From an optimization exercise on the open Yosys and OpenROAD flow, aimed at small area; shortcuts taken in it are not production practice.
Only simulation tests tie the RTL to the original design; equivalence was not proved.
No activity file was given, so power comes from the tool's default toggle rates.

$ cat flow/flow/run.sh
#!/bin/bash
# The standard layout (the standard.sh, unchanged synthesis and steps), with the
# input and output port buffers made from the plain sky130 buffer instead of the
# delay-cell buffer that buffer_ports picks by default.
set -euo pipefail
bash standard.sh finish \
  "BUFFER_PORTS_ARGS=-buffer_cell sky130_fd_sc_hd__buf_1" \
  > standard_make.log 2>&1
$ cat flow/standard.sh
#!/bin/bash
# synth_recipe.tcl (not shown) runs the flow's synth.tcl, then flattens the netlist and writes it again
# the make line also repeats each setting of config.mk as NAME=value (left out here)
make -C /OpenROAD-flow-scripts/flow DESIGN_CONFIG=/design/flow/config.mk WORK_HOME=/design/flow/orfs CLKGATE_MAP_FILE= SYNTH_SCRIPT=/design/flow/synth_recipe.tcl "${@:-finish}"
$ cat flow/config.mk
export PLATFORM = sky130hd
export DESIGN_NAME = instr_decode
export DESIGN_NICKNAME = instr_decode
export VERILOG_FILES = /design/flow/design.v
export SDC_FILE = /design/flow/constraint.sdc
export NUM_CORES = 4
export LEC_CHECK = 0
export CAP_MARGIN = 20
export CORE_MARGIN = 2
export CORE_UTILIZATION = 40
export CTS_CLUSTER_DIAMETER = 150
export CTS_CLUSTER_SIZE = 25
export SLEW_MARGIN = 20
export SYNTH_HIERARCHICAL = 1
$ cat flow/constraint.sdc
create_clock -name core_clock -period 5.0 [get_ports {clk}]
set_input_delay 1.0000 -clock core_clock [delete_from_list [all_inputs] [get_ports {clk}]]
set_output_delay 1.0000 -clock core_clock [all_outputs]
set_load 0.01 [all_outputs]
$ cat flow/design.v
module instr_decode (
    input  logic        clk,
    input  logic        reset,
    input  logic        if_valid,
    input  logic [31:0] if_instr,
    input  logic [31:0] if_pc,
    input  logic        stall,
    input  logic        flush,
    input  logic        wb_en,
    input  logic [4:0]  wb_addr,
    input  logic [31:0] wb_data,
    output logic        id_valid,
    output logic [31:0] id_pc,
    output logic [31:0] id_rs_data,
    output logic [31:0] id_rt_data,
    output logic [4:0]  id_rs,
    output logic [4:0]  id_rt,
    output logic [4:0]  id_dest,
    output logic [31:0] id_imm,
    output logic [4:0]  id_shamt,
    output logic [31:0] id_jtarget,
    output logic [3:0]  id_alu_op,
    output logic        id_alu_src,
    output logic        id_reg_write,
    output logic        id_mem_read,
    output logic        id_mem_write,
    output logic        id_mem_to_reg,
    output logic        id_beq,
    output logic        id_bne,
    output logic        id_jump,
    output logic        id_jump_reg,
    output logic        id_link,
    output logic        id_illegal
);
    logic [5:0]  f_opcode;
    logic [5:0]  f_funct;
    logic [31:0] regs [1:31];
    logic [31:0] regs_d [1:31];
    logic [31:1] wr_sel, wr_en, wr_hold;
    always_comb begin
        for (int i = 1; i < 32; i++) begin
            wr_sel[i]  = wb_en & (wb_addr == 5'(i));
            wr_en[i]   = wr_sel[i] & ~reset;
            wr_hold[i] = ~(wr_sel[i] | reset);
        end
    end
    for (genvar i = 1; i < 32; i++) begin : g_row
        id_hold #(.W(32)) u_hold (
            .q   (regs[i]),
            .d   (wb_data),
            .en  (wr_en[i]),
            .hold(wr_hold[i]),
            .y   (regs_d[i])
        );
    end
    always_ff @(posedge clk) begin
        for (int i = 1; i < 32; i++) begin
            regs[i] <= regs_d[i];
        end
    end
    logic        r_valid;
    logic [31:0] r_pc;
    logic [4:0]  r_rs, r_rt;
    logic [15:0] r_low;      
    logic [5:0]  r_op;       
    always_ff @(posedge clk) begin
        if (reset || flush) begin
            r_valid <= 1'b0;
        end else if (!stall) begin
            r_valid <= if_valid;
        end
    end
    logic [63:0] id_q, id_d;
    assign id_q = {r_op, r_low, r_rt, r_rs, r_pc};
    id_hold #(.W(64)) u_id_hold (
        .q   (id_q),
        .d   ({if_instr[31:26], if_instr[15:0], if_instr[20:16], if_instr[25:21], if_pc}),
        .en  (~stall),
        .hold(stall),
        .y   (id_d)
    );
    always_ff @(posedge clk) begin
        {r_op, r_low, r_rt, r_rs, r_pc} <= id_d;
    end
    assign f_opcode = r_op;
    assign f_funct  = r_low[5:0];
    logic [3:0]  dec_alu_op;
    logic        dec_alu_src;
    logic        dec_reg_write;
    logic        dec_mem_read;
    logic        dec_mem_write;
    logic        dec_beq;
    logic        dec_bne;
    logic        dec_jump;
    logic        dec_jump_reg;
    logic        dec_link;
    logic        dec_illegal;
    logic op_r, op_addi, op_slti, op_sltiu, op_andi, op_ori, op_xori, op_lui;
    logic op_lw, op_sw, op_beq, op_bne, op_j, op_jal;
    logic fn_add, fn_sub, fn_and, fn_or, fn_xor, fn_nor, fn_slt, fn_sltu;
    logic fn_sll, fn_srl, fn_sra, fn_jr, r_alu, i_alu;
    assign op_r     = (f_opcode == 6'h00);
    assign op_addi  = (f_opcode == 6'h08) | (f_opcode == 6'h09);
    assign op_slti  = (f_opcode == 6'h0A);
    assign op_sltiu = (f_opcode == 6'h0B);
    assign op_andi  = (f_opcode == 6'h0C);
    assign op_ori   = (f_opcode == 6'h0D);
    assign op_xori  = (f_opcode == 6'h0E);
    assign op_lui   = (f_opcode == 6'h0F);
    assign op_lw    = (f_opcode == 6'h23);
    assign op_sw    = (f_opcode == 6'h2B);
    assign op_beq   = (f_opcode == 6'h04);
    assign op_bne   = (f_opcode == 6'h05);
    assign op_j     = (f_opcode == 6'h02);
    assign op_jal   = (f_opcode == 6'h03);
    assign fn_add  = op_r & ((f_funct == 6'h20) | (f_funct == 6'h21));
    assign fn_sub  = op_r & ((f_funct == 6'h22) | (f_funct == 6'h23));
    assign fn_and  = op_r & (f_funct == 6'h24);
    assign fn_or   = op_r & (f_funct == 6'h25);
    assign fn_xor  = op_r & (f_funct == 6'h26);
    assign fn_nor  = op_r & (f_funct == 6'h27);
    assign fn_slt  = op_r & (f_funct == 6'h2A);
    assign fn_sltu = op_r & (f_funct == 6'h2B);
    assign fn_sll  = op_r & (f_funct == 6'h00);
    assign fn_srl  = op_r & (f_funct == 6'h02);
    assign fn_sra  = op_r & (f_funct == 6'h03);
    assign fn_jr   = op_r & (f_funct == 6'h08);
    assign r_alu = fn_add | fn_sub | fn_and | fn_or | fn_xor | fn_nor | fn_slt |
                   fn_sltu | fn_sll | fn_srl | fn_sra;
    assign i_alu = op_addi | op_slti | op_sltiu | op_andi | op_ori | op_xori | op_lui;
    logic alu_sub, alu_and, alu_or, alu_xor, alu_nor, alu_slt, alu_sltu;
    assign alu_sub  = fn_sub | op_beq | op_bne;
    assign alu_and  = fn_and | op_andi;
    assign alu_or   = fn_or | op_ori;
    assign alu_xor  = fn_xor | op_xori;
    assign alu_nor  = fn_nor;
    assign alu_slt  = fn_slt | op_slti;
    assign alu_sltu = fn_sltu | op_sltiu;
    assign dec_alu_op[0] = alu_sub | alu_or | alu_nor | alu_sltu | fn_srl | op_lui;
    assign dec_alu_op[1] = alu_and | alu_or | alu_slt | alu_sltu | fn_sra | op_lui;
    assign dec_alu_op[2] = alu_xor | alu_nor | alu_slt | alu_sltu;
    assign dec_alu_op[3] = fn_sll | fn_srl | fn_sra | op_lui;
    assign dec_alu_src   = i_alu | op_lw | op_sw;
    assign dec_reg_write = r_alu | i_alu | op_lw | op_jal;
    assign dec_mem_read  = op_lw;
    assign dec_mem_write = op_sw;
    assign dec_beq       = op_beq;
    assign dec_bne       = op_bne;
    assign dec_jump      = op_j | op_jal;
    assign dec_jump_reg  = fn_jr;
    assign dec_link      = op_jal;
    assign dec_illegal   = ~(r_alu | fn_jr | i_alu | op_lw | op_sw | op_beq | op_bne |
                             op_j | op_jal);
    logic is_lui, is_zext;
    assign is_lui  = op_lui;
    assign is_zext = op_andi | op_ori | op_xori;
    assign id_valid      = r_valid;
    assign id_alu_op     = r_valid ? dec_alu_op : 4'd0;
    assign id_alu_src    = r_valid & dec_alu_src;
    assign id_reg_write  = r_valid & dec_reg_write;
    assign id_mem_read   = r_valid & dec_mem_read;
    assign id_mem_write  = r_valid & dec_mem_write;
    assign id_mem_to_reg = r_valid & dec_mem_read;
    assign id_beq        = r_valid & dec_beq;
    assign id_bne        = r_valid & dec_bne;
    assign id_jump       = r_valid & dec_jump;
    assign id_jump_reg   = r_valid & dec_jump_reg;
    assign id_link       = r_valid & dec_link;
    assign id_illegal    = r_valid & dec_illegal;
    assign id_pc    = r_pc;
    assign id_rs    = r_rs;
    assign id_rt    = r_rt;
    assign id_shamt = r_low[10:6];
    assign id_dest  = op_jal ? 5'd31 : (op_r ? r_low[15:11] : r_rt);
    always_comb begin
        if (is_lui) begin
            id_imm = {r_low, 16'h0000};
        end else if (is_zext) begin
            id_imm = {16'h0000, r_low};
        end else begin
            id_imm = {{16{r_low[15]}}, r_low};
        end
    end
    logic [3:0] pc_hi;
    assign pc_hi      = r_pc[31:28] + {3'b000, &r_pc[27:2]};
    assign id_jtarget = {pc_hi, r_rs, r_rt, r_low, 2'b00};
    logic [31:1] sel_rs, sel_rt;
    always_comb begin
        for (int i = 1; i < 32; i++) begin
            sel_rs[i] = (r_rs == 5'(i));
            sel_rt[i] = (r_rt == 5'(i));
        end
    end
    logic [31:1] col [32];
    always_comb begin
        for (int b = 0; b < 32; b++) begin
            for (int i = 1; i < 32; i++) begin
                col[b][i] = regs[i][b];
            end
        end
    end
    for (genvar b = 0; b < 32; b++) begin : g_rd
        id_rd31 u_rs (.sel(sel_rs), .d(col[b]), .y(id_rs_data[b]));
        id_rd31 u_rt (.sel(sel_rt), .d(col[b]), .y(id_rt_data[b]));
    end
endmodule
module id_hold #(
    parameter int W = 32
) (
    input  logic [W-1:0] q,
    input  logic [W-1:0] d,
    input  logic         en,
    input  logic         hold,
    output logic [W-1:0] y
);
    for (genvar b = 0; b < W; b++) begin : g_bit
        id_hold1 u_bit (.q(q[b]), .d(d[b]), .en(en), .hold(hold), .y(y[b]));
    end
endmodule
module id_hold1 (
    input  logic q,
    input  logic d,
    input  logic en,
    input  logic hold,
    output logic y
);
    assign y = (q & hold) | (d & en);
endmodule
module id_rd31 (
    input  logic [31:1] sel,
    input  logic [31:1] d,
    output logic        y
);
    logic [10:0] n;     
    for (genvar g = 0; g < 10; g++) begin : g_grp
        id_aoi222 u_aoi (.a(sel[3*g+3:3*g+1]), .b(d[3*g+3:3*g+1]), .y(n[g]));
    end
    assign n[10] = ~(sel[31] & d[31]);
    assign y = ~(&n);
endmodule
module id_aoi222 (
    input  logic [2:0] a,
    input  logic [2:0] b,
    output logic       y
);
    assign y = ~|(a & b);
endmodule
==> flow_metrics.env, run 1 <==
export IMPL_status="finished clean"
export IMPL_coreArea_sq_um=100000
export IMPL_power_uw=14500
export IMPL_ant_nets=0
export IMPL_synth_area_top_cells="dfxtp_1 52%, a22o_1 23%, a222oi_1 16%"
export IMPL_io_buffers=300
export IMPL_met1_length_um=72300
export IMPL_grt_usage_pct=33.9
export IMPL_cts_setup_buffers=0
export IMPL_synth_cell_types=49
export IMPL_antenna_found_initial=4
export IMPL_clk_insertion_delay_late_ps=650
export IMPL_finalNetCount=3980
export IMPL_cp_cell_sequence="buf_4 -> or3_1 -> nor2_4 -> buf_4 -> a222oi_1 -> nand4_1 -> a2111o_1 -> buf_1"
export IMPL_cts_buffers=48
export IMPL_startpoint_type="register"
export IMPL_hp_class="register to register"
export IMPL_synth_seq_area_share_pct=52.2
export IMPL_asyncSetResetFlopFracSynth_pct=0
export IMPL_dp_slack_ps=1040
export IMPL_cp_arrival_ps=3860
export IMPL_dp_final_hpwl_um=113000
export IMPL_drv_slew=0
export IMPL_setup_viol_count_final=0
export IMPL_clock_skew_ps=0
export IMPL_path_delay_family="compound AO/OA/AOI/OAI gates"
export IMPL_synth_most_common_cell="dfxtp_1"
export IMPL_ys_flop_type="dfxtp_1"
export IMPL_synth_edf_count=0
export IMPL_top_layer="met5"
export IMPL_reg2reg_from="r_rs[1]$_DFF_P_"
export IMPL_die_h_um=322
export IMPL_detail_route_iter0_violations=8883
export IMPL_wl_um=186000
export IMPL_endpoint_kind="primary output"
export IMPL_wl_per_cell_um=35.5
export IMPL_antenna_cells=0
export IMPL_ctsHtreeMaxLevel=2
export IMPL_setup_tns_ps=0
export IMPL_worst_pin_slew_ps=1200
export IMPL_wl_met2_um=78000
export IMPL_worstHoldStart="r_pc[1]$_DFF_P_"
export IMPL_synth_top_area_share_pct=52.2
export IMPL_clk_pin_slew_ps=100
export IMPL_route_met3_wl_um=25400
export IMPL_row_count=116
export IMPL_path_buf_inv=3
export IMPL_die_area_sq_um=104000
export IMPL_grt_max_degree=66
export IMPL_cts_root_buf="clkbuf_16"
export IMPL_grt_pass1_vias=37200
export IMPL_whs_ps=504
export IMPL_drive_gt1_share_pct=9.95
export IMPL_fin_crit_sh_pct=97.1
export IMPL_synth_seq_cells=1057
export IMPL_pin_count=303
export IMPL_path_class="register to primary output"
export IMPL_fin_area_sq_um=46900
export IMPL_yosysTopAreaCell="dfxtp_1"
export IMPL_syn_inst=3378
export IMPL_power_leakage_uw=0.0170
export IMPL_cts_resized=0
export IMPL_hold_buffers=0
export IMPL_post_route_min_period_ps=4860
export IMPL_start_util_pct=40.4
export IMPL_critPathRequiredTime_ps=4000
export IMPL_fmax_ghz=0.206
export IMPL_cpMostUsedCell="buf_4"
export IMPL_cts_path_max_buffers=3
export IMPL_cts_sinks=1057
export IMPL_cts_tree="yes"
export IMPL_die_w_um=322
export IMPL_synthTopCellsByCount="1057 x dfxtp_1, 1056 x a22o_1, 640 x a222oi_1"
export IMPL_drv_cap=0
export IMPL_rsz0062_at_grt="false"
export IMPL_grt_first_pass_wirelength_um=263000
export IMPL_vias=39900
export IMPL_max_stage_delay_ps=570
export IMPL_drtPass1Iterations=14
export IMPL_syn_cell_area_sq_um=40500
export IMPL_drcViolationCount=0
export IMPL_n_fill_cell=9207
export IMPL_syn_to_final_growth_pct=15.8
export IMPL_critical_path_startpoint="r_rs[0]$_DFF_P_"
export IMPL_gp_congestion=0.930
export IMPL_slew_headroom_pct=19.8
export IMPL_ir_drop_mv=0.266
export IMPL_critical_path_peak_fanout=32
export IMPL_grt_ovfl_total=0
export IMPL_slowest_stage="dfxtp_1"
export IMPL_hold_viol_final=0
export IMPL_fin_ws_ps=145
export IMPL_ys_warn_count=12
export IMPL_viasPerCell=7.64
export IMPL_syn_area_per_cell_sq_um=12.0
export IMPL_place_area_sq_um=45600
export IMPL_p_per_area_nw_per_um2=308
per-layer routing:
metal  vias to the layer above  GRT usage [%]
li1                      16400              -
met1                     19500           45.6
met2                      3235           50.3
met3                       747           9.15
met4                         6           16.1
met5                         -              0
power breakdown:
group / switching [uW] / internal (uW) / total, uW / leakage [uW]
clock: 2770 / 1770 / 4540 / 0.000614
combinational: 981 / 297 / 1280 / 0.00786
sequential: 133 / 8520 / 8650 / 0.00854
total: 3890 / 10600 / 14500 / 0.0170
Yosys stat by module (local to each module, per instance), excerpt:
module	flip-flops and latches	cells	cell area, sq um	copies in the design
instr_decode	1057	1426	23100	1
id_rd31	0	4	27.5	64
id_hold1	0	1	8.76	1056
id_aoi222	0	1	10.0	640
through the flow:
step	util, %	instances
2_1_floorplan	-	3379
3_3_place_gp	45.5	5176
3_5_place_dp	45.5	5176
4_1_cts	46.7	5226
5_1_grt	46.8	5228
6_report	46.8	5228
path summary, 6_finish.rpt:
path                                         to  slack (ps)  cells after the start
worst max-delay path              id_rs_data[1]         140                      8
worst min-delay path            r_pc[1]$_DFF_P_         500                      1
worst max register to register  r_rs[1]$_DFF_P_        4110                      2
worst min register to register  r_pc[1]$_DFF_P_         500                      1
registers in the layout, indices dropped and copies added, names as in the netlist:
name and count:
r_rs 5, r_valid 1, r_rt 5, r_op 6
r_low 16, regs 992, r_pc 32
area by class of cell:
| type | count | area (sq um) | area share [%] |
|---|---|---|---|
| inverters | 7 | 27.5 | 0.0587 |
| repair buffers | 496 | 2720 | 5.79 |
| multi-input cells | 2261 | 20100 | 42.8 |
| well taps | 1357 | 1700 | 3.62 |
| clock inverters | 1 | 20.0 | 0.0427 |
| flip-flops and latches | 1057 | 21200 | 45.1 |
| clock buffers | 49 | 1230 | 2.61 |
placed cells by master, fill, tap and decap left out, types with 2 or more instances in the layout:
cell       count
a2111o_1      64
a21o_1        15
a21oi_1        5
a21oi_4       31
a222oi_1     640
a22o_1      1056
and3_1         2
buf_1        297
buf_12         6
buf_16         2
buf_4        188
clkbuf_16     49
clkbuf_2       2
conb_1         2
dfxtp_1     1057
ha_1           2
inv_1          6
mux2i_1        6
nand2_1       92
nand2b_1      14
nand3_1       11
nand3b_1       5
nand4_1      135
nor2_1        21
nor2_4        83
nor2b_1       19
nor3_1         8
nor3_2        10
nor4_1         2
o21a_1         2
o21ai_0        5
o22ai_1        3
or2_2          2
or3_1          3
or3b_2         2
xor2_1         2
kinds of logic (layout without fill, tap and decap cells):
group                      count (synthesis)  in the layout  share of synthesized area [%]
xor gates and xnor gates                   3              3                         0.0649
AOI/OAI and AO/OA                       1829           1829                           41.4
other                                      1              2                        0.00925
muxes                                      6              6                          0.148
DFF                                     1057           1057                           52.2
buffers and inverters                     61            553                          0.781
adders and majority gates                  2              2                         0.0617
and+or+nand+nor                          419            419                           5.27
==> run 2, diff against run 1 <==
--- a/flow/design.v
+++ b/flow/design.v
@@ -36,10 +36,15 @@
     logic [5:0]  f_funct;
-    logic [31:0] regs [1:31];
-    logic [31:0] regs_d [1:31];
-    logic [31:1] wr_sel, wr_en, wr_hold;
+    logic [31:0] regs_s [1:31];
+    logic [31:0] regs_s_d [1:31];
+    logic        phase;
+    logic [31:0] wr_data_x;
+    logic [31:1] wr_en, wr_hold;
+    always_ff @(posedge clk) begin
+        phase <= ~phase & ~reset;
+    end
+    assign wr_data_x = wb_data ^ {32{phase}};
     always_comb begin
         for (int i = 1; i < 32; i++) begin
-            wr_sel[i]  = wb_en & (wb_addr == 5'(i));
-            wr_en[i]   = wr_sel[i] & ~reset;
-            wr_hold[i] = ~(wr_sel[i] | reset);
+            wr_en[i]   = reset | (wb_en & (wb_addr == 5'(i)));
+            wr_hold[i] = reset | ~(wb_en & (wb_addr == 5'(i)));
         end
@@ -47,8 +52,8 @@
     for (genvar i = 1; i < 32; i++) begin : g_row
-        id_hold #(.W(32)) u_hold (
-            .q   (regs[i]),
-            .d   (wb_data),
+        id_hold_x #(.W(32)) u_hold (
+            .q   (regs_s[i]),
+            .d   (wr_data_x),
             .en  (wr_en[i]),
             .hold(wr_hold[i]),
-            .y   (regs_d[i])
+            .y   (regs_s_d[i])
         );
@@ -57,3 +62,3 @@
         for (int i = 1; i < 32; i++) begin
-            regs[i] <= regs_d[i];
+            regs_s[i] <= regs_s_d[i];
         end
@@ -62,3 +67,5 @@
     logic [31:0] r_pc;
-    logic [4:0]  r_rs, r_rt;
+    logic [4:0]  r_rs, r_rt;    
+    logic [3:0]  r_rs_hi, r_rt_hi;    
+    logic [7:0]  r_rs_lo, r_rt_lo;    
     logic [15:0] r_low;      
@@ -72,7 +79,19 @@
     end
-    logic [63:0] id_q, id_d;
-    assign id_q = {r_op, r_low, r_rt, r_rs, r_pc};
-    id_hold #(.W(64)) u_id_hold (
+    logic [3:0]  f_rs_hi, f_rt_hi;
+    logic [7:0]  f_rs_lo, f_rt_lo;
+    always_comb begin
+        for (int k = 0; k < 4; k++) begin
+            f_rs_hi[k] = (if_instr[25:24] == 2'(k));
+            f_rt_hi[k] = (if_instr[20:19] == 2'(k));
+        end
+        for (int k = 0; k < 8; k++) begin
+            f_rs_lo[k] = (if_instr[23:21] == 3'(k));
+            f_rt_lo[k] = (if_instr[18:16] == 3'(k));
+        end
+    end
+    logic [77:0] id_q, id_d;
+    assign id_q = {r_op, r_low, r_rt_hi, r_rt_lo, r_rs_hi, r_rs_lo, r_pc};
+    id_hold #(.W(78)) u_id_hold (
         .q   (id_q),
-        .d   ({if_instr[31:26], if_instr[15:0], if_instr[20:16], if_instr[25:21], if_pc}),
+        .d   ({if_instr[31:26], if_instr[15:0], f_rt_hi, f_rt_lo, f_rs_hi, f_rs_lo, if_pc}),
         .en  (~stall),
@@ -82,4 +101,12 @@
     always_ff @(posedge clk) begin
-        {r_op, r_low, r_rt, r_rs, r_pc} <= id_d;
-    end
+        {r_op, r_low, r_rt_hi, r_rt_lo, r_rs_hi, r_rs_lo, r_pc} <= id_d;
+    end
+    assign r_rs = {r_rs_hi[3] | r_rs_hi[2], r_rs_hi[3] | r_rs_hi[1],
+                   r_rs_lo[7] | r_rs_lo[6] | r_rs_lo[5] | r_rs_lo[4],
+                   r_rs_lo[7] | r_rs_lo[6] | r_rs_lo[3] | r_rs_lo[2],
+                   r_rs_lo[7] | r_rs_lo[5] | r_rs_lo[3] | r_rs_lo[1]};
+    assign r_rt = {r_rt_hi[3] | r_rt_hi[2], r_rt_hi[3] | r_rt_hi[1],
+                   r_rt_lo[7] | r_rt_lo[6] | r_rt_lo[5] | r_rt_lo[4],
+                   r_rt_lo[7] | r_rt_lo[6] | r_rt_lo[3] | r_rt_lo[2],
+                   r_rt_lo[7] | r_rt_lo[5] | r_rt_lo[3] | r_rt_lo[1]};
     assign f_opcode = r_op;
@@ -189,4 +216,4 @@
         for (int i = 1; i < 32; i++) begin
-            sel_rs[i] = (r_rs == 5'(i));
-            sel_rt[i] = (r_rt == 5'(i));
+            sel_rs[i] = r_rs_hi[i / 8] & r_rs_lo[i % 8];
+            sel_rt[i] = r_rt_hi[i / 8] & r_rt_lo[i % 8];
         end
@@ -197,3 +224,3 @@
             for (int i = 1; i < 32; i++) begin
-                col[b][i] = regs[i][b];
+                col[b][i] = regs_s[i][b];
             end
@@ -201,6 +228,34 @@
     end
+    logic        ph_rs, ph_rt;
+    logic [31:0] rs_s, rt_s;
+    assign ph_rs = phase & ~(r_rs_hi[0] & r_rs_lo[0]);
+    assign ph_rt = phase & ~(r_rt_hi[0] & r_rt_lo[0]);
     for (genvar b = 0; b < 32; b++) begin : g_rd
-        id_rd31 u_rs (.sel(sel_rs), .d(col[b]), .y(id_rs_data[b]));
-        id_rd31 u_rt (.sel(sel_rt), .d(col[b]), .y(id_rt_data[b]));
-    end
+        id_rd31 u_rs (.sel(sel_rs), .d(col[b]), .y(rs_s[b]));
+        id_rd31 u_rt (.sel(sel_rt), .d(col[b]), .y(rt_s[b]));
+    end
+    assign id_rs_data = rs_s ^ {32{ph_rs}};
+    assign id_rt_data = rt_s ^ {32{ph_rt}};
+endmodule
+module id_hold_x #(
+    parameter int W = 32
+) (
+    input  logic [W-1:0] q,
+    input  logic [W-1:0] d,
+    input  logic         en,
+    input  logic         hold,
+    output logic [W-1:0] y
+);
+    for (genvar b = 0; b < W; b++) begin : g_bit
+        id_hold1_x u_bit (.q(q[b]), .d(d[b]), .en(en), .hold(hold), .y(y[b]));
+    end
+endmodule
+module id_hold1_x (
+    input  logic q,
+    input  logic d,
+    input  logic en,
+    input  logic hold,
+    output logic y
+);
+    assign y = ~((q | en) & (d | hold));
 endmodule
--- a/flow/config.mk
+++ b/flow/config.mk
@@ -12,2 +12,3 @@
 export CTS_CLUSTER_SIZE = 25
+export SETUP_SLACK_MARGIN = 0.1
 export SLEW_MARGIN = 20
==> run 2 against run 1 <==
Net effect:
- die area decreased by 1.4%
- core utilization is 1.4 points lower
- non-clock buffer count down 63
- first-iteration DRC count up 3.9%
- wire length rose by 1.4%
- critical path depth shrank 1
- synthesized cell count rose by 5.4%
- critical path type unchanged
- largest power group unchanged
- highest routed layer unchanged
==> flow_metrics.env, run 2 <==
export IMPL_yosysTopAreaCell="dfxtp_1"
export IMPL_top_register="regs_s"
export IMPL_grt_max_degree=80
export IMPL_synth_top_area_share_pct=53.7
export IMPL_start_util_pct=40.5
export IMPL_clk_pin_slew_ps=100
export IMPL_synth_edf_count=0
export IMPL_vias=41100
export IMPL_rsz0062_at_grt="false"
export IMPL_swShare_pct=30.1
export IMPL_worst_pin_slew_ps=1290
export IMPL_drv_slew=0
export IMPL_power_share_sequential_pct=57.4
export IMPL_viasPerCell=7.84
export IMPL_synth_adder_area_share_pct=0.0626
export IMPL_cts_setup_buffers=0
export IMPL_fmax_ghz=0.210
export IMPL_dp_slack_ps=1160
export IMPL_finalNetCount=4055
export IMPL_cts_tree="yes"
export IMPL_syn_to_final_growth_pct=12.2
export IMPL_antenna_found_initial=9
export IMPL_row_count=115
export IMPL_internal_power_uw=12000
export IMPL_cp_arrival_ps=3750
export IMPL_cts_root_buf="clkbuf_16"
export IMPL_die_area_sq_um=102000
export IMPL_setup_tns_ps=0
export IMPL_reg2reg_from="phase$_DFF_P_"
export IMPL_critical_path_startpoint="r_rt_hi[0]$_DFF_P_"
export IMPL_hold_buffers=0
export IMPL_largest_reg_flops=992
export IMPL_cts_resized=0
export IMPL_place_inst=5182
export IMPL_drcViolationCount=0
export IMPL_syn_area_per_cell_sq_um=11.2
export IMPL_die_h_um=320
export IMPL_ys_warn_count=12
export IMPL_die_w_um=320
export IMPL_grt_usage_pct=34.8
export IMPL_status="finished clean"
export IMPL_io_buffers=300
export IMPL_worstHoldStart="regs_s[29][27]$_DFF_P_"
export IMPL_power_leakage_uw=0.0164
export IMPL_grt_first_pass_wirelength_um=267000
export IMPL_wl_per_cell_um=36.0
export IMPL_clk_insertion_delay_late_ps=680
export IMPL_p_per_area_nw_per_um2=382
export IMPL_gp_congestion=0.945
export IMPL_hold_viol_final=0
export IMPL_grt_ovfl_total=0
export IMPL_grt_pass1_vias=38000
export IMPL_pin_count=303
export IMPL_cts_path_max_buffers=3
export IMPL_n_fill_cell=9406
export IMPL_cts_sinks=1072
export IMPL_multiInputGateArea_sq_um=18300
export IMPL_clock_skew_ps=30.4
export IMPL_critical_path_peak_fanout=17
export IMPL_drv_cap=0
export IMPL_pwr_share_clk_pct=26.8
export IMPL_syn_inst=3561
export IMPL_startpoint_type="register"
export IMPL_drtPass1Iterations=14
export IMPL_layout_commonest_cell="dfxtp_1"
export IMPL_detail_route_iter0_violations=9231
export IMPL_ir_drop_mv=0.265
export IMPL_syn_cell_area_sq_um=40000
export IMPL_endpoint_kind="primary output"
export IMPL_ant_nets=0
export IMPL_switching_power_uw=5160
export IMPL_synth_top_family_by_area="compound AO/OA/AOI/OAI gates"
export IMPL_synthTopCellsByCount="1072 x dfxtp_1, 993 x o22ai_1, 640 x a222oi_1"
export IMPL_path_class="register to primary output"
export IMPL_synth_compound_area_share_pct=36.4
export IMPL_fin_crit_sh_pct=95.0
export IMPL_synth_area_top_cells="dfxtp_1 54%, a222oi_1 16%, o22ai_1 16%"
export IMPL_slew_headroom_pct=13.7
export IMPL_wl_um=188000
export IMPL_coreArea_sq_um=98700
export IMPL_synth_xor_area_share_pct=2.19
export IMPL_drive_gt1_share_pct=7.37
export IMPL_yosys_area_share_simple_pct=5.98
export IMPL_synth_most_common_cell="dfxtp_1"
export IMPL_hp_class="register to register"
export IMPL_post_route_min_period_ps=4750
export IMPL_ctsHtreeMaxLevel=2
export IMPL_cts_buffers=48
export IMPL_ys_flop_type="dfxtp_1"
export IMPL_setup_viol_count_final=0
export IMPL_final_cell_mix="1071 x dfxtp_1, 993 x o22ai_1, 640 x a222oi_1"
export IMPL_register_area_sq_um=21500
export IMPL_asyncSetResetFlopFracSynth_pct=0
export IMPL_synth_seq_area_share_pct=53.7
export IMPL_synth_seq_cells=1072
export IMPL_fin_ws_ps=248
export IMPL_critPathRequiredTime_ps=4000
export IMPL_synth_cell_types=47
export IMPL_final_cells=5237
export IMPL_dp_final_hpwl_um=112000
export IMPL_muxShareOfSynthArea_pct=0.0251
export IMPL_pwr_share_comb_pct=15.9
run 2: path summary, 6_finish.rpt:
kind                                                to  slack (ps)  cells past startpoint
worst min-delay path            regs_s[29][27]$_DFF_P_         470                      1
worst max register to register  regs_s[25][22]$_DFF_P_        2770                      4
worst max-delay path                    id_rt_data[15]         250                      7
worst min register to register  regs_s[29][27]$_DFF_P_         470                      1
run 2: area by class of cell:
cell class                 instances  share of cell area [%]
antenna                            1                 0.00558
clock buffer                      51                    2.80
clock inverter                     2                  0.0474
inverter                           6                  0.0502
multi-input combinational       2385                    40.9
sequential                      1072                    47.9
tap                             1287                    3.59
timing repair buffer             433                    4.79
run 2: worst max-delay path, cell delays in order, from the launching register on:
cell,delay [ps]
dfxtp_1,410
and2_1,500
buf_4,390
a222oi_1,520
nand4_1,460
a2111o_1,460
xor2_1,160
buf_1,170
run 2: per-layer routing:
layer / share of wire (%) / GRT usage (%) / up-vias
met2: 41 / 50.5 / 3471
met1: 37 / 45.8 / 20000
met3: 16 / 12.2 / 765
met5: 0.065 / 0.284 / -
li1: - / - / 16800
met4: 6.0 / 17.0 / 14
run 2: kinds of logic after synthesis:
logic type,Yosys count
compound gates,1847
xor+xnor,100
fa+ha+maj,2
buf+inv,105
flops,1072
mux,1
other cells,1
simple gates,433
run 2: Yosys stat by module, one instance, submodules excluded, excerpt:
| module | cells | area (sq um) |
|---|---|---|
| instr_decode | 1595 | 24900 |
| id_rd31 | 4 | 27.5 |
| id_aoi222 | 1 | 10.0 |
| id_hold1 | 1 | 8.76 |
| id_hold1_x | 1 | 6.26 |
run 2: per-stage QoR:
stage	total power [uW]	hold slack [ps]	cell area (sq um)	utilization, %
finish	17100	474	44800	45.4
floorplan	11400	442	40000	-
CTS	17000	474	44800	45.4
global route	17600	485	44800	45.4
global placement	12600	450	43500	44.1
detailed placement	12600	460	43500	44.1
run 2: power by group through the flow:
| stage | Combinational [uW] | Clock, uW | Sequential [uW] |
|---|---|---|---|
| 2_1_floorplan | 1600 | 0 | 9830 |
| 3_3_place_gp | 2580 | 0 | 9980 |
| 3_5_place_dp | 2610 | 0 | 10000 |
| 4_1_cts | 2610 | 4600 | 9800 |
| 5_1_grt | 2810 | 4900 | 9920 |
| 6_report | 2720 | 4590 | 9840 |
==> run 3, diff against run 2 <==
--- a/flow/config.mk
+++ b/flow/config.mk
@@ -8,4 +8,6 @@
 export CAP_MARGIN = 20
+export CELL_PAD_IN_SITES_DETAIL_PLACEMENT = 1
+export CELL_PAD_IN_SITES_GLOBAL_PLACEMENT = 1
 export CORE_MARGIN = 2
-export CORE_UTILIZATION = 40
+export CORE_UTILIZATION = 50
 export CTS_CLUSTER_DIAMETER = 150
==> run 3 against run 2 <==
Net effect:
- sequential cell count unchanged
- combinational power grew 4%
- still clean
- register-to-register slack about the same
- via count up 4.5%
- setup slack got worse by 170 ps
- largest cell class unchanged
- critical path depth is the same
- critical path type unchanged
- design area grew 0.22%
- synthesized area is the same
- first-iteration DRC count down 0.12%
- wire length rose by 6.1%
- clock-buffer cell count down 1
- critical endpoint is now id_rs_data[25]
==> flow_metrics.env, run 3 <==
export IMPL_status="finished clean"
export IMPL_synthTopCellsByCount="1072 x dfxtp_1, 993 x o22ai_1, 640 x a222oi_1"
export IMPL_vias=42900
export IMPL_ir_drop_mv=0.305
export IMPL_place_inst=4993
export IMPL_cp_cell_sequence="and2_2 -> buf_4 -> a222oi_1 -> nand4_1 -> a2111o_1 -> xor2_1 -> buf_1"
export IMPL_dp_final_hpwl_um=121000
export IMPL_hold_buffers=0
export IMPL_wl_per_cell_um=39.6
export IMPL_die_w_um=287
export IMPL_setup_viol_count_final=0
export IMPL_cts_root_buf="clkbuf_16"
export IMPL_hold_viol_final=0
export IMPL_rsz0062_at_grt="false"
export IMPL_grt_first_pass_wirelength_um=286000
export IMPL_slew_headroom_pct=14.7
export IMPL_cts_path_max_buffers=3
export IMPL_critical_path_peak_fanout=16
export IMPL_critPathRequiredTime_ps=4000
export IMPL_io_buffers=300
export IMPL_ys_flop_type="dfxtp_1"
export IMPL_grt_pass1_vias=43000
export IMPL_synth_most_common_cell="dfxtp_1"
export IMPL_largest_reg_flops=992
export IMPL_grt_max_degree=80
export IMPL_top_register="regs_s"
export IMPL_grt_ovfl_total=0
export IMPL_syn_to_final_growth_pct=12.5
export IMPL_coreArea_sq_um=79000
export IMPL_antenna_found_initial=6
export IMPL_setup_tns_ps=0
export IMPL_worst_pin_slew_ps=1280
export IMPL_cts_setup_buffers=0
export IMPL_drive_gt1_share_pct=7.58
export IMPL_power_leakage_uw=0.0166
export IMPL_final_cell_mix="1071 x dfxtp_1, 993 x o22ai_1, 640 x a222oi_1"
export IMPL_synth_area_top_cells="dfxtp_1 54%, a222oi_1 16%, o22ai_1 16%"
export IMPL_synth_seq_cells=1072
export IMPL_viasPerCell=8.50
export IMPL_cp_arrival_ps=3920
export IMPL_drtPass1Iterations=13
export IMPL_die_h_um=287
export IMPL_path_delay_family="compound AO/OA/AOI/OAI gates"
export IMPL_cts_tree="yes"
export IMPL_fin_crit_sh_pct=98.5
export IMPL_syn_inst=3561
export IMPL_detail_route_iter0_violations=9220
export IMPL_cts_buffers=48
export IMPL_ctsHtreeMaxLevel=2
export IMPL_start_util_pct=50.6
export IMPL_clock_skew_ps=30.3
export IMPL_asyncSetResetFlopFracSynth_pct=0
export IMPL_endpoint_kind="primary output"
export IMPL_syn_area_per_cell_sq_um=11.2
export IMPL_grt_usage_pct=46.2
export IMPL_gp_congestion=1.01
export IMPL_p_per_area_nw_per_um2=384
export IMPL_slowest_stage="a222oi_1"
export IMPL_synth_cell_types=47
export IMPL_syn_cell_area_sq_um=40000
export IMPL_power_uw=17200
export IMPL_path_buf_inv=2
export IMPL_cts_sinks=1072
export IMPL_ys_warn_count=12
export IMPL_path_class="register to primary output"
export IMPL_hp_class="register to register"
export IMPL_drcViolationCount=0
export IMPL_drv_slew=0
export IMPL_drv_cap=0
export IMPL_pin_count=303
export IMPL_startpoint_type="register"
export IMPL_synth_edf_count=0
export IMPL_register_area_sq_um=21500
export IMPL_synth_top_area_share_pct=53.7
export IMPL_n_fill_cell=8446
export IMPL_max_stage_delay_ps=840
export IMPL_post_route_min_period_ps=4920
export IMPL_finalNetCount=4103
export IMPL_row_count=103
export IMPL_synth_seq_area_share_pct=53.7
export IMPL_clk_pin_slew_ps=110
export IMPL_fmax_ghz=0.203
export IMPL_die_area_sq_um=82200
export IMPL_wl_um=200000
export IMPL_multiInputGateArea_sq_um=18300
export IMPL_layout_commonest_cell="dfxtp_1"
export IMPL_clk_insertion_delay_late_ps=670
export IMPL_ant_nets=0
export IMPL_yosysTopAreaCell="dfxtp_1"
export IMPL_final_cells=5047
==> run 3: cell counts after synthesis <==
Identical to the previous run, type by type.
==> run 3: final timing paths <==
path | startpoint | to | slack, ps | depth (start not counted)
min reg2reg | regs_s[23][1]$_DFF_P_ | regs_s[23][1]$_DFF_P_ | 480 | 1
min | regs_s[23][1]$_DFF_P_ | regs_s[23][1]$_DFF_P_ | 480 | 1
max | r_rs_hi[3]$_DFF_P_ | id_rs_data[25] | 80 | 7
max reg2reg | phase$_DFF_P_ | regs_s[19][16]$_DFF_P_ | 2760 | 4
==> run 3: per-module statistics from Yosys, one instance, submodules excluded, a selection <==
| module | times used | cells inside | cell area, sq um | flops+latches |
|---|---|---|---|---|
| instr_decode | 1 | 1595 | 24900 | 1072 |
| id_rd31 | 64 | 4 | 27.5 | 0 |
| id_aoi222 | 640 | 1 | 10.0 | 0 |
| id_hold1 | 78 | 1 | 8.76 | 0 |
| id_hold1_x | 992 | 1 | 6.26 | 0 |
==> run 3: timing repair <==
item,CTS,global route
resized for setup,1,7
setup endpoints to repair,1,8
pin swaps,1,4
==> run 3: power by group <==
group          leakage (uW)  switching [uW]  total (uW)  internal, uW
Combinational       0.00701            1860        2830           967
Sequential          0.00899             643        9890          9240
Clock              0.000609            2770        4540          1760
Total                0.0166            5280       17200         12000
==> run 3: area by class of cell <==
cell class / instances / share of cell area [%]
flip-flops and latches: 1072 / 47.8
multi-input cells: 2385 / 40.6
repair buffers: 481 / 5.89
well taps: 1050 / 2.92
clock buffers: 50 / 2.74
inverters: 6 / 0.0501
clock inverters: 1 / 0.0111
diodes: 2 / 0.0111
==> run 3: cells by family after synthesis <==
logic type / count (synthesis) / share of synthesized area (%)
flip-flops: 1072 / 53.7
adder cells (fa/ha/maj): 2 / 0.0626
multiplexers: 1 / 0.0251
AO/OA/AOI/OAI: 1847 / 36.4
AND/OR/NAND/NOR: 433 / 5.98
XOR/XNOR: 100 / 2.19
other: 1 / 0.00939
buffers and inverters: 105 / 1.65
==> run 3: routing by layer <==
metal	global-route usage (%)	share of wire [%]	wire, um
met1	57.5	35	70700
met2	69.8	43	85500
met3	15.7	15	29400
met4	26.7	7.0	14100
met5	0	0.028	56
==> run 3: through the flow <==
stage / hold slack (ps) / util (%) / cell area (sq um) / worst slack, ps
after floorplan: 442 / - / 40000 / 2010
after global placement: 449 / 55.0 / 43500 / 892
after detailed placement: 461 / 55.3 / 43700 / 813
after CTS: 477 / 56.8 / 44900 / 122
after global routing: 489 / 56.9 / 44900 / 134
final: 478 / 56.9 / 44900 / 77.3
==> run 3: worst register-to-register path, cell delays in order (launching register included) <==
cell and delay (ps):
dfxtp_4 380, buf_4 820, xor2_2 300, buf_4 410, o22ai_1 180
==> run 4, diff against run 3 <==
--- a/flow/design.v
+++ b/flow/design.v
@@ -69,3 +69,4 @@
     logic [3:0]  r_rs_hi, r_rt_hi;    
-    logic [7:0]  r_rs_lo, r_rt_lo;    
+    logic [3:0]  r_rs_md, r_rt_md;    
+    logic [1:0]  r_rs_lo, r_rt_lo;    
     logic [15:0] r_low;      
@@ -79,4 +80,4 @@
     end
-    logic [3:0]  f_rs_hi, f_rt_hi;
-    logic [7:0]  f_rs_lo, f_rt_lo;
+    logic [3:0]  f_rs_hi, f_rt_hi, f_rs_md, f_rt_md;
+    logic [1:0]  f_rs_lo, f_rt_lo;
     always_comb begin
@@ -85,13 +86,14 @@
             f_rt_hi[k] = (if_instr[20:19] == 2'(k));
+            f_rs_md[k] = (if_instr[23:22] == 2'(k));
+            f_rt_md[k] = (if_instr[18:17] == 2'(k));
         end
-        for (int k = 0; k < 8; k++) begin
-            f_rs_lo[k] = (if_instr[23:21] == 3'(k));
-            f_rt_lo[k] = (if_instr[18:16] == 3'(k));
-        end
+        f_rs_lo = {if_instr[21], ~if_instr[21]};
+        f_rt_lo = {if_instr[16], ~if_instr[16]};
     end
-    logic [77:0] id_q, id_d;
-    assign id_q = {r_op, r_low, r_rt_hi, r_rt_lo, r_rs_hi, r_rs_lo, r_pc};
-    id_hold #(.W(78)) u_id_hold (
+    logic [73:0] id_q, id_d;
+    assign id_q = {r_op, r_low, r_rt_hi, r_rt_md, r_rt_lo, r_rs_hi, r_rs_md, r_rs_lo, r_pc};
+    id_hold #(.W(74)) u_id_hold (
         .q   (id_q),
-        .d   ({if_instr[31:26], if_instr[15:0], f_rt_hi, f_rt_lo, f_rs_hi, f_rs_lo, if_pc}),
+        .d   ({if_instr[31:26], if_instr[15:0], f_rt_hi, f_rt_md, f_rt_lo, f_rs_hi, f_rs_md,
+               f_rs_lo, if_pc}),
         .en  (~stall),
@@ -101,12 +103,8 @@
     always_ff @(posedge clk) begin
-        {r_op, r_low, r_rt_hi, r_rt_lo, r_rs_hi, r_rs_lo, r_pc} <= id_d;
+        {r_op, r_low, r_rt_hi, r_rt_md, r_rt_lo, r_rs_hi, r_rs_md, r_rs_lo, r_pc} <= id_d;
     end
     assign r_rs = {r_rs_hi[3] | r_rs_hi[2], r_rs_hi[3] | r_rs_hi[1],
-                   r_rs_lo[7] | r_rs_lo[6] | r_rs_lo[5] | r_rs_lo[4],
-                   r_rs_lo[7] | r_rs_lo[6] | r_rs_lo[3] | r_rs_lo[2],
-                   r_rs_lo[7] | r_rs_lo[5] | r_rs_lo[3] | r_rs_lo[1]};
+                   r_rs_md[3] | r_rs_md[2], r_rs_md[3] | r_rs_md[1], r_rs_lo[1]};
     assign r_rt = {r_rt_hi[3] | r_rt_hi[2], r_rt_hi[3] | r_rt_hi[1],
-                   r_rt_lo[7] | r_rt_lo[6] | r_rt_lo[5] | r_rt_lo[4],
-                   r_rt_lo[7] | r_rt_lo[6] | r_rt_lo[3] | r_rt_lo[2],
-                   r_rt_lo[7] | r_rt_lo[5] | r_rt_lo[3] | r_rt_lo[1]};
+                   r_rt_md[3] | r_rt_md[2], r_rt_md[3] | r_rt_md[1], r_rt_lo[1]};
     assign f_opcode = r_op;
@@ -216,4 +214,4 @@
         for (int i = 1; i < 32; i++) begin
-            sel_rs[i] = r_rs_hi[i / 8] & r_rs_lo[i % 8];
-            sel_rt[i] = r_rt_hi[i / 8] & r_rt_lo[i % 8];
+            sel_rs[i] = r_rs_hi[i / 8] & r_rs_md[(i / 2) % 4] & r_rs_lo[i % 2];
+            sel_rt[i] = r_rt_hi[i / 8] & r_rt_md[(i / 2) % 4] & r_rt_lo[i % 2];
         end
@@ -230,4 +228,4 @@
     logic [31:0] rs_s, rt_s;
-    assign ph_rs = phase & ~(r_rs_hi[0] & r_rs_lo[0]);
-    assign ph_rt = phase & ~(r_rt_hi[0] & r_rt_lo[0]);
+    assign ph_rs = phase & ~(r_rs_hi[0] & r_rs_md[0] & r_rs_lo[0]);
+    assign ph_rt = phase & ~(r_rt_hi[0] & r_rt_md[0] & r_rt_lo[0]);
     for (genvar b = 0; b < 32; b++) begin : g_rd
--- a/flow/config.mk
+++ b/flow/config.mk
@@ -8,9 +8,7 @@
 export CAP_MARGIN = 20
-export CELL_PAD_IN_SITES_DETAIL_PLACEMENT = 1
-export CELL_PAD_IN_SITES_GLOBAL_PLACEMENT = 1
 export CORE_MARGIN = 2
-export CORE_UTILIZATION = 50
+export CORE_UTILIZATION = 40
 export CTS_CLUSTER_DIAMETER = 150
 export CTS_CLUSTER_SIZE = 25
-export SETUP_SLACK_MARGIN = 0.1
+export SETUP_SLACK_MARGIN = 0.2
 export SLEW_MARGIN = 20
==> run 4 against run 3 <==
Net effect:
- final cell count rose by 3.3%
- total power is 1.6% lower
- synthesized cell count fell by 0.14%
- via count is 4.6% lower
- register-to-register slack lost 190 ps
- sequential share of layout area hardly changed
- synthesized area barely moved
- largest power group unchanged
==> flow_metrics.env, run 4 <==
export IMPL_status="finished clean"
export IMPL_switching_power_uw=5060
export IMPL_finalNetCount=4036
export IMPL_die_area_sq_um=102000
export IMPL_setup_viol_count_final=0
export IMPL_hold_viol_final=0
export IMPL_synth_top_area_share_pct=53.5
export IMPL_syn_cell_area_sq_um=40000
export IMPL_synth_seq_area_share_pct=53.5
export IMPL_path_class="register to primary output"
export IMPL_wl_per_cell_um=35.4
export IMPL_die_w_um=320
export IMPL_cts_path_max_buffers=3
export IMPL_drive_gt1_share_pct=7.97
export IMPL_antenna_found_initial=3
export IMPL_cts_tree="yes"
export IMPL_grt_ovfl_total=0
export IMPL_cp_arrival_ps=3800
export IMPL_top_register="regs_s"
export IMPL_internal_power_uw=11900
export IMPL_fin_area_sq_um=44800
export IMPL_cts_sinks=1068
export IMPL_synth_edf_count=0
export IMPL_startpoint_type="register"
export IMPL_regToRegSetupSlack_ps=2570
export IMPL_synth_most_common_cell="dfxtp_1"
export IMPL_worst_pin_slew_ps=1220
export IMPL_start_util_pct=40.5
export IMPL_grt_usage_pct=33.8
export IMPL_reg2reg_from="phase$_DFF_P_"
export IMPL_ys_warn_count=12
export IMPL_grt_pass1_vias=37900
export IMPL_grt_first_pass_wirelength_um=261000
export IMPL_clock_skew_ps=18.5
export IMPL_yosysTopAreaCell="dfxtp_1"
export IMPL_final_cell_mix="1066 x dfxtp_1, 993 x o22ai_1, 640 x a222oi_1"
export IMPL_swShare_pct=29.8
export IMPL_ctsHtreeMaxLevel=2
export IMPL_row_count=115
export IMPL_io_buffers=300
export IMPL_cts_buffers=48
export IMPL_largest_reg_flops=992
export IMPL_die_h_um=320
export IMPL_clk_pin_slew_ps=100
export IMPL_rsz0062_at_grt="false"
export IMPL_endpoint_kind="primary output"
export IMPL_hold_path_depth=1
export IMPL_grt_max_degree=76
export IMPL_pwr_share_comb_pct=15.4
export IMPL_gp_congestion=0.925
export IMPL_wl_um=184000
export IMPL_detail_route_iter0_violations=8699
export IMPL_whs_ps=474
export IMPL_dp_final_hpwl_um=110000
export IMPL_ys_flop_type="dfxtp_1"
export IMPL_pwr_share_clk_pct=26.6
export IMPL_drtPass1Iterations=13
export IMPL_r2r_cells=3
export IMPL_post_route_min_period_ps=4800
export IMPL_synth_area_top_cells="dfxtp_1 54%, a222oi_1 16%, o22ai_1 16%"
export IMPL_drcViolationCount=0
export IMPL_r2r_end="regs_s[29][25]$_DFF_P_"
export IMPL_drv_slew=0
export IMPL_drv_cap=0
export IMPL_power_share_sequential_pct=58.0
export IMPL_hp_class="register to register"
export IMPL_asyncSetResetFlopFracSynth_pct=0
export IMPL_critPathRequiredTime_ps=4000
export IMPL_viasPerCell=7.85
export IMPL_coreArea_sq_um=98700
export IMPL_slew_headroom_pct=18.4
export IMPL_fmax_ghz=0.208
export IMPL_syn_inst=3556
export IMPL_min_to="regs_s[23][26]$_DFF_P_"
export IMPL_syn_to_final_growth_pct=12.1
export IMPL_fin_crit_sh_pct=95.9
export IMPL_ir_drop_mv=0.259
export IMPL_critical_path_peak_fanout=32
export IMPL_n_fill_cell=9347
export IMPL_vias=41000
export IMPL_synthTopCellsByCount="1068 x dfxtp_1, 993 x o22ai_1, 640 x a222oi_1"
export IMPL_power_leakage_uw=0.0162
export IMPL_ant_nets=0
export IMPL_pin_count=303
export IMPL_place_area_sq_um=43400
export IMPL_synth_seq_cells=1068
export IMPL_hold_buffers=0
export IMPL_layout_commonest_cell="dfxtp_1"
export IMPL_setup_tns_ps=0
export IMPL_clk_insertion_delay_late_ps=640
export IMPL_worstHoldStart="regs_s[23][26]$_DFF_P_"
export IMPL_p_per_area_nw_per_um2=379
export IMPL_synth_cell_types=59
export IMPL_syn_area_per_cell_sq_um=11.2
export IMPL_cts_setup_buffers=0
export IMPL_cts_root_buf="clkbuf_16"
[run 4: cell types whose count changed after synthesis, moves of 5 or more]
cell      change
and3_1       +63
nand3_1       +5
nor2_1        -8
xor2_1       -64
clkbuf_1      -8
xnor2_1      +64
or4_1         -5
buf_4         +5
a22o_1        -5
nor2b_1       +7
buf_2         +6
nor3b_1       -6
and2_1       -61
[run 4: critical path, stage by stage (launching register included)]
cell and delay, ps:
dfxtp_1 490, and3_2 660, a222oi_1 750, nand4_1 390, a2111o_1 440, xnor2_1 220, buf_1 180
[run 4: routing by layer]
metal  routed length (um)  GRT usage, %
met5                    9             0
met2                76800          49.7
met1                69300          44.3
met3                27800          11.4
met4                10500          16.3
[run 4: how the worst max path moves through the flow]
stage                             from                      to
floorplan                   wb_addr[3]  regs_s[24][22]$_DFF_P_
global placement    r_rt_lo[1]$_DFF_P_           id_rt_data[9]
detailed placement  r_rt_lo[1]$_DFF_P_           id_rt_data[9]
CTS                 r_rt_lo[1]$_DFF_P_          id_rt_data[21]
global route        r_rt_lo[0]$_DFF_P_           id_rt_data[5]
finish              r_rs_lo[0]$_DFF_P_           id_rs_data[7]
[run 4: cells by family after synthesis]
family                   count (synthesis)  share of synthesized area [%]
XOR/XNOR                               100                           2.19
flip-flops                            1068                           53.5
adder cells (fa/ha/maj)                  2                         0.0626
buffers and inverters                  112                           1.82
multiplexers                             1                         0.0251
other                                    1                        0.00939
AO/OA/AOI/OAI                         1841                           36.3
AND/OR/NAND/NOR                        431                           6.10
[run 4: final cells by class]
cell class | instances | area [sq um] | share of cell area (%)
sequential | 1068 | 21400 | 47.8
multi-input combinational | 2377 | 18400 | 41.0
timing repair buffer | 425 | 2140 | 4.77
tap | 1287 | 1610 | 3.60
clock buffer | 50 | 1230 | 2.75
inverter | 7 | 26.3 | 0.0587
clock inverter | 1 | 8.76 | 0.0196
antenna | 1 | 2.50 | 0.00559
[run 4: timing repair]
item	in CTS	in global routing
resized for setup	1	13
pin swaps	0	2
setup endpoints to repair	1	16
hold endpoints to repair	0	0
[run 4: per-stage QoR]
stage | utilization [%] | power [uW] | instances | worst slack [ps]
CTS | 45.3 | 16800 | 5213 | 250
global placement | 43.9 | 12400 | 5159 | 970
finish | 45.4 | 17000 | 5216 | 203
floorplan | - | 11400 | 3557 | 1790
global route | 45.4 | 17400 | 5215 | 193
detailed placement | 44.0 | 12500 | 5162 | 891
[run 4: power groups by stage]
stage | Combinational, uW | Sequential, uW | Clock [uW]
2_1_floorplan | 1570 | 9800 | 0
3_3_place_gp | 2470 | 9980 | 0
3_5_place_dp | 2500 | 9990 | 0
4_1_cts | 2510 | 9800 | 4540
5_1_grt | 2700 | 9920 | 4820
6_report | 2620 | 9840 | 4520
[run 4: modules after synthesis (local to each module, per instance), excerpt]
module	cells inside	area, sq um
id_aoi222	1	10.0
id_hold1	1	8.76
id_hold1_x	1	6.26
id_rd31	4	27.5
instr_decode	1594	24900

-- static timing again, ports no longer ideal --
The flow's constraints put no driver on any port. The routed layouts listed below were extracted and timed again, unchanged, in two steps.
Step 1 assumes that a clkbuf_16 drives the clock port and a buf_2 every other input.
Step 2 also shifts input and output timing later by t, the mid clock arrival at the registers, as if the neighbouring blocks saw the same clock.
Slacks: ideal / step 1 / step 2; pairs: ideal / step 1.
| run | t, ns | slack for setup (ns) | hold slack, ns | worst setup path at the end | slew at the worst register clock pin (ns) |
|---|---|---|---|---|---|
| run 1 | 0.716 | 0.145 / 0.071 / 0.787 | 0.504 / 0.497 / 0.504 | register to output | 0.12 / 0.12 |
| run 2 | 0.732 | 0.248 / 0.180 / 0.911 | 0.474 / 0.469 / 0.474 | register to output | 0.11 / 0.11 |
| run 3 | 0.734 | 0.077 / 0.002 / 0.736 | 0.478 / 0.451 / 0.478 | register to output | 0.12 / 0.12 |
| run 4 | 0.713 | 0.203 / 0.131 / 0.844 | 0.474 / 0.474 / 0.474 | register to output | 0.11 / 0.11 |
After both steps every run listed still meets setup and hold.
